This is an optimization exercise on Yosys and OpenROAD, whose aim is small area, a short achievable clock period and few clock cycles per item, not a production implementation. The RTL was checked by simulation tests, not by an equivalence proof against the original design. Power figures rest on the tool's default switching activity, not on a simulated workload.

wip/raven:
Design joystick_mouse_button_qualifier_unit, start of the top module:
module joystick_mouse_button_qualifier_unit (
    input  logic                                i_clk,
    input  logic                                i_rst_n,
    input  logic                                s_axis_tvalid,
    output logic                                s_axis_tready,
    input  logic [jmbq_pkg::IN_TDATA_W-1:0]     s_axis_tdata,
    output logic                                m_axis_tvalid,
    input  logic                                m_axis_tready,
    output logic [jmbq_pkg::OUT_TDATA_W-1:0]    m_axis_tdata,
    input  logic                                i_cfg_we,
    input  logic [jmbq_pkg::CFG_IDX_W-1:0]      i_cfg_idx,
    input  logic [jmbq_pkg::CFG_DATA_W-1:0]     i_cfg_wdata
);
For scale: about 4,100 cells after synthesis, ~860 flip-flops, roughly 0.050 mm^2 of cells after synthesis.
Settings: LEC_CHECK=0, CAP_MARGIN=20, CORE_MARGIN=2, CORE_UTILIZATION=40, CTS_CLUSTER_DIAMETER=132, CTS_CLUSTER_SIZE=26, SLEW_MARGIN=20; clock period 10.0 ns.
standard.sh (not shown) runs the stock make flow with config.mk's settings and CLKGATE_MAP_FILE= SYNTH_SCRIPT=/design/flow/synth_recipe.tcl, a recipe that flattens the netlist after the stock synthesis.
==> flow/flow/run.sh <==
#!/bin/bash
# Standard synthesis and layout (the standard.sh, unchanged scripts); the
# only difference from the standard flow's own layout is a larger setup slack margin for
# ORFS's repair_timing steps, so that repair keeps improving paths past the
# point where they meet the (unchanged) 10 ns constraint.
set -euo pipefail
cd "$(dirname "$0")/.."
MARGIN=$(cat flow/margin.txt)
bash standard.sh synth > synth_make.log 2>&1
bash standard.sh SETUP_SLACK_MARGIN=$MARGIN finish > layout_make.log 2>&1
==> flow/flow/margin.txt <==
6.55
The flow did not stop early for wip/raven: all stages ran, and the layout cleared the timing, DRC and antenna checks.
Testbench counts of wip/raven, summed over its fixed seeds: cycles 3,288, polls 3,200.
The inputs of wip/pepper differ from those of wip/raven as listed below.
# wip/raven
export LEC_CHECK = 0
export CAP_MARGIN = 20
export CORE_MARGIN = 2
export CORE_UTILIZATION = 40
export CTS_CLUSTER_DIAMETER = 132
export CTS_CLUSTER_SIZE = 26
export SLEW_MARGIN = 20
create_clock -name core_clock -period 10.0 [get_ports {i_clk}]
# wip/pepper
export LEC_CHECK = 0
export CAP_MARGIN = 20
export CORE_MARGIN = 2
export CORE_UTILIZATION = 40
export CTS_CLUSTER_DIAMETER = 132
export CTS_CLUSTER_SIZE = 24
export SLEW_MARGIN = 20
create_clock -name core_clock -period 10.0 [get_ports {i_clk}]
==> flow/flow/margin.txt <==
6.3
Results
wip/pepper finished end to end and its layout was clean on timing, DRC and antenna. Compared wip/raven against wip/pepper; ratio of routed vias to standard cells within noise. Proportion of power drawn by combinational gates in wip/pepper vs wip/raven: down 2.1 points. combinational cells as the group with the largest share of power was reported by wip/raven, and registers by wip/pepper. wip/pepper gives less final wirelength than wip/raven did.
The following lists how wip/cedar was set up differently from wip/pepper:
==> flow/flow/margin.txt <==
6.55
### Flow results
wip/cedar went all the way through synthesis, placement and routing and the layout is clean on timing, DRC and antenna.
On number of core rows, wip/cedar tracks wip/pepper almost exactly.
On wip/cedar: post-placement setup slack is 0.18 ns lower than what wip/pepper gave.
Run comparison: wip/pepper source of the critical timing path m_axis_tready; wip/cedar source of the critical timing path r_ys[2][1]
Power: higher on wip/cedar
Top power consumer group = registers: wip/pepper; top power consumer group = combinational cells: wip/cedar
Relative to wip/pepper, wip/cedar degrades routed wire length.
wip/cedar vs wip/pepper, standby leakage power went up by about 2.8%.
For wip/willow, these inputs were changed with respect to wip/cedar:
# wip/cedar
export LEC_CHECK = 0
export CAP_MARGIN = 20
export CORE_MARGIN = 2
export CORE_UTILIZATION = 40
export CTS_CLUSTER_DIAMETER = 132
export CTS_CLUSTER_SIZE = 24
export SLEW_MARGIN = 20
create_clock -name core_clock -period 10.0 [get_ports {i_clk}]
# wip/willow
export LEC_CHECK = 0
export CAP_MARGIN = 20
export CORE_MARGIN = 2
export CORE_UTILIZATION = 40
export CTS_CLUSTER_DIAMETER = 132
export CTS_CLUSTER_SIZE = 24
export PLACE_DENSITY = 0.75
export SLEW_MARGIN = 20
create_clock -name core_clock -period 10.0 [get_ports {i_clk}]
==> flow/flow/run.sh <==
#!/bin/bash
# Standard synthesis and layout (the standard.sh, unchanged scripts); the
# differences from the standard flow's own layout are a larger setup slack margin for
# ORFS's repair_timing steps, so that repair keeps improving paths past the
# point where they meet the (unchanged) 10 ns constraint, and a plain buffer
# (sky130_fd_sc_hd__buf_2) as the cell that buffers every port.
set -euo pipefail
cd "$(dirname "$0")/.."
MARGIN=$(cat flow/margin.txt)
bash standard.sh synth > synth_make.log 2>&1
bash standard.sh SETUP_SLACK_MARGIN=$MARGIN "BUFFER_PORTS_ARGS=-buffer_cell sky130_fd_sc_hd__buf_2" finish > layout_make.log 2>&1
Results
- From wip/willow to wip/cedar, placeable core region did not move at all.
- Status: max-slew violation total from the final report parity (wip/willow, wip/cedar)
- The higher post-route standard cell area excluding fillers of wip/willow and wip/cedar is in wip/cedar.
- Of wip/willow and wip/cedar, the run reporting the lower portion of total power attributed to combinational logic was wip/willow.
#### Input delta (wip/maple over wip/willow)
# wip/willow
export LEC_CHECK = 0
export CAP_MARGIN = 20
export CORE_MARGIN = 2
export CORE_UTILIZATION = 40
export CTS_CLUSTER_DIAMETER = 132
export CTS_CLUSTER_SIZE = 24
export PLACE_DENSITY = 0.75
export SLEW_MARGIN = 20
create_clock -name core_clock -period 10.0 [get_ports {i_clk}]
# wip/maple
export LEC_CHECK = 0
export CAP_MARGIN = 20
export CORE_MARGIN = 2
export CORE_UTILIZATION = 40
export CTS_CLUSTER_DIAMETER = 132
export CTS_CLUSTER_SIZE = 24
export SLEW_MARGIN = 20
create_clock -name core_clock -period 10.0 [get_ports {i_clk}]
==> flow/flow/margin.txt <==
6.65
==> run summary <==
wip/maple vs wip/willow, combinational group share of total power went up by 0.5 points.
Overall track demand over capacity in global routing: higher on wip/maple
wip/willow → wip/maple: wire length +about 3.4%; met3 global-route usage -0.41 points.
[diff] maximum frequency, wip/maple relative to wip/willow: improvement
wip/maple vs wip/willow — clock buffer count dropped by a few percent
Per the comparison of wip/maple with wip/willow, slew of the pin with the lowest slew margin climbed 0.022 ns, routed length per instance went up about 2.7%.
[inputs] wip/juniper vs wip/maple
==> flow/flow/run.sh <==
#!/bin/bash
# Standard synthesis and layout (the standard.sh, unchanged scripts); the
# only difference from the standard flow's own layout is a larger setup slack margin for
# ORFS's repair_timing steps, so that repair keeps improving paths past the
# point where they meet the (unchanged) 10 ns constraint.
set -euo pipefail
cd "$(dirname "$0")/.."
MARGIN=$(cat flow/margin.txt)
bash standard.sh synth > synth_make.log 2>&1
bash standard.sh SETUP_SLACK_MARGIN=$MARGIN finish > layout_make.log 2>&1
==> flow/flow/margin.txt <==
6.8
Results
- [compare] base=wip/maple new=wip/juniper: pin slew with the least headroom to its limit decreased by 0.047 ns relative to the old numbers; length in cells of the worst reg-to-reg path closely matched the old numbers; power increased by 7.0% relative to the old numbers.
- wip/juniper against wip/maple: post-route met1 wirelength went up by 9.0%; cell count went up by 124; sequential logic power was more or less identical.
- Between wip/maple and wip/juniper, the flow reports routed wire length increasing by a few percent.
- On worst hold slack, the higher figure sits with wip/maple, not wip/juniper.
- Changes observed in wip/juniper relative to wip/maple: proportion of final cell area spent on non-clock buffers shows an increase of 2.4 points, final critical-path share of the clock period decreased by 0.52 points relative to the old numbers.
- The lower leakage dissipation came out of wip/maple.

==> what the ideal ports hide <==
The flow's constraints put no driver on any port. The routed layouts listed below were extracted and timed again, unchanged, in two steps.
Step 1 assumes that a clkbuf_16 drives the clock port and a buf_2 every other input.
Step 2 moves the port delays by t, midway between the first and last clock arrival at a register: inputs arrive t later, outputs are due t later. That takes back most of the time a late clock gives input paths.
a / b / c = ideal / step 1 / step 2; a / b = the first two.
run	shift t [ns]	setup slack, ns	worst setup path at the end	worst register clock-pin slew, ns	worst slew at a driven data input, ns
wip/raven	0.712	6.538 / 6.538 / 6.000	input to register	0.11 / 0.11	0.14
wip/pepper	0.716	6.373 / 6.358 / 5.706	input to register	0.11 / 0.11	0.14
wip/cedar	0.712	6.553 / 6.553 / 6.033	input to register	0.11 / 0.11	0.14
wip/willow	0.689	6.489 / 6.489 / 6.105	input to register	0.11 / 0.11	0.13
wip/maple	0.697	6.514 / 6.441 / 6.121	input to register	0.11 / 0.11	0.10
wip/juniper	0.716	6.566 / 6.566 / 6.232	input to register	0.11 / 0.11	0.10
After both steps setup and hold are still met in every run listed. The setup slack of wip/pepper, which loses most, moves by -0.015 ns with the drivers and by -0.667 ns with both steps.
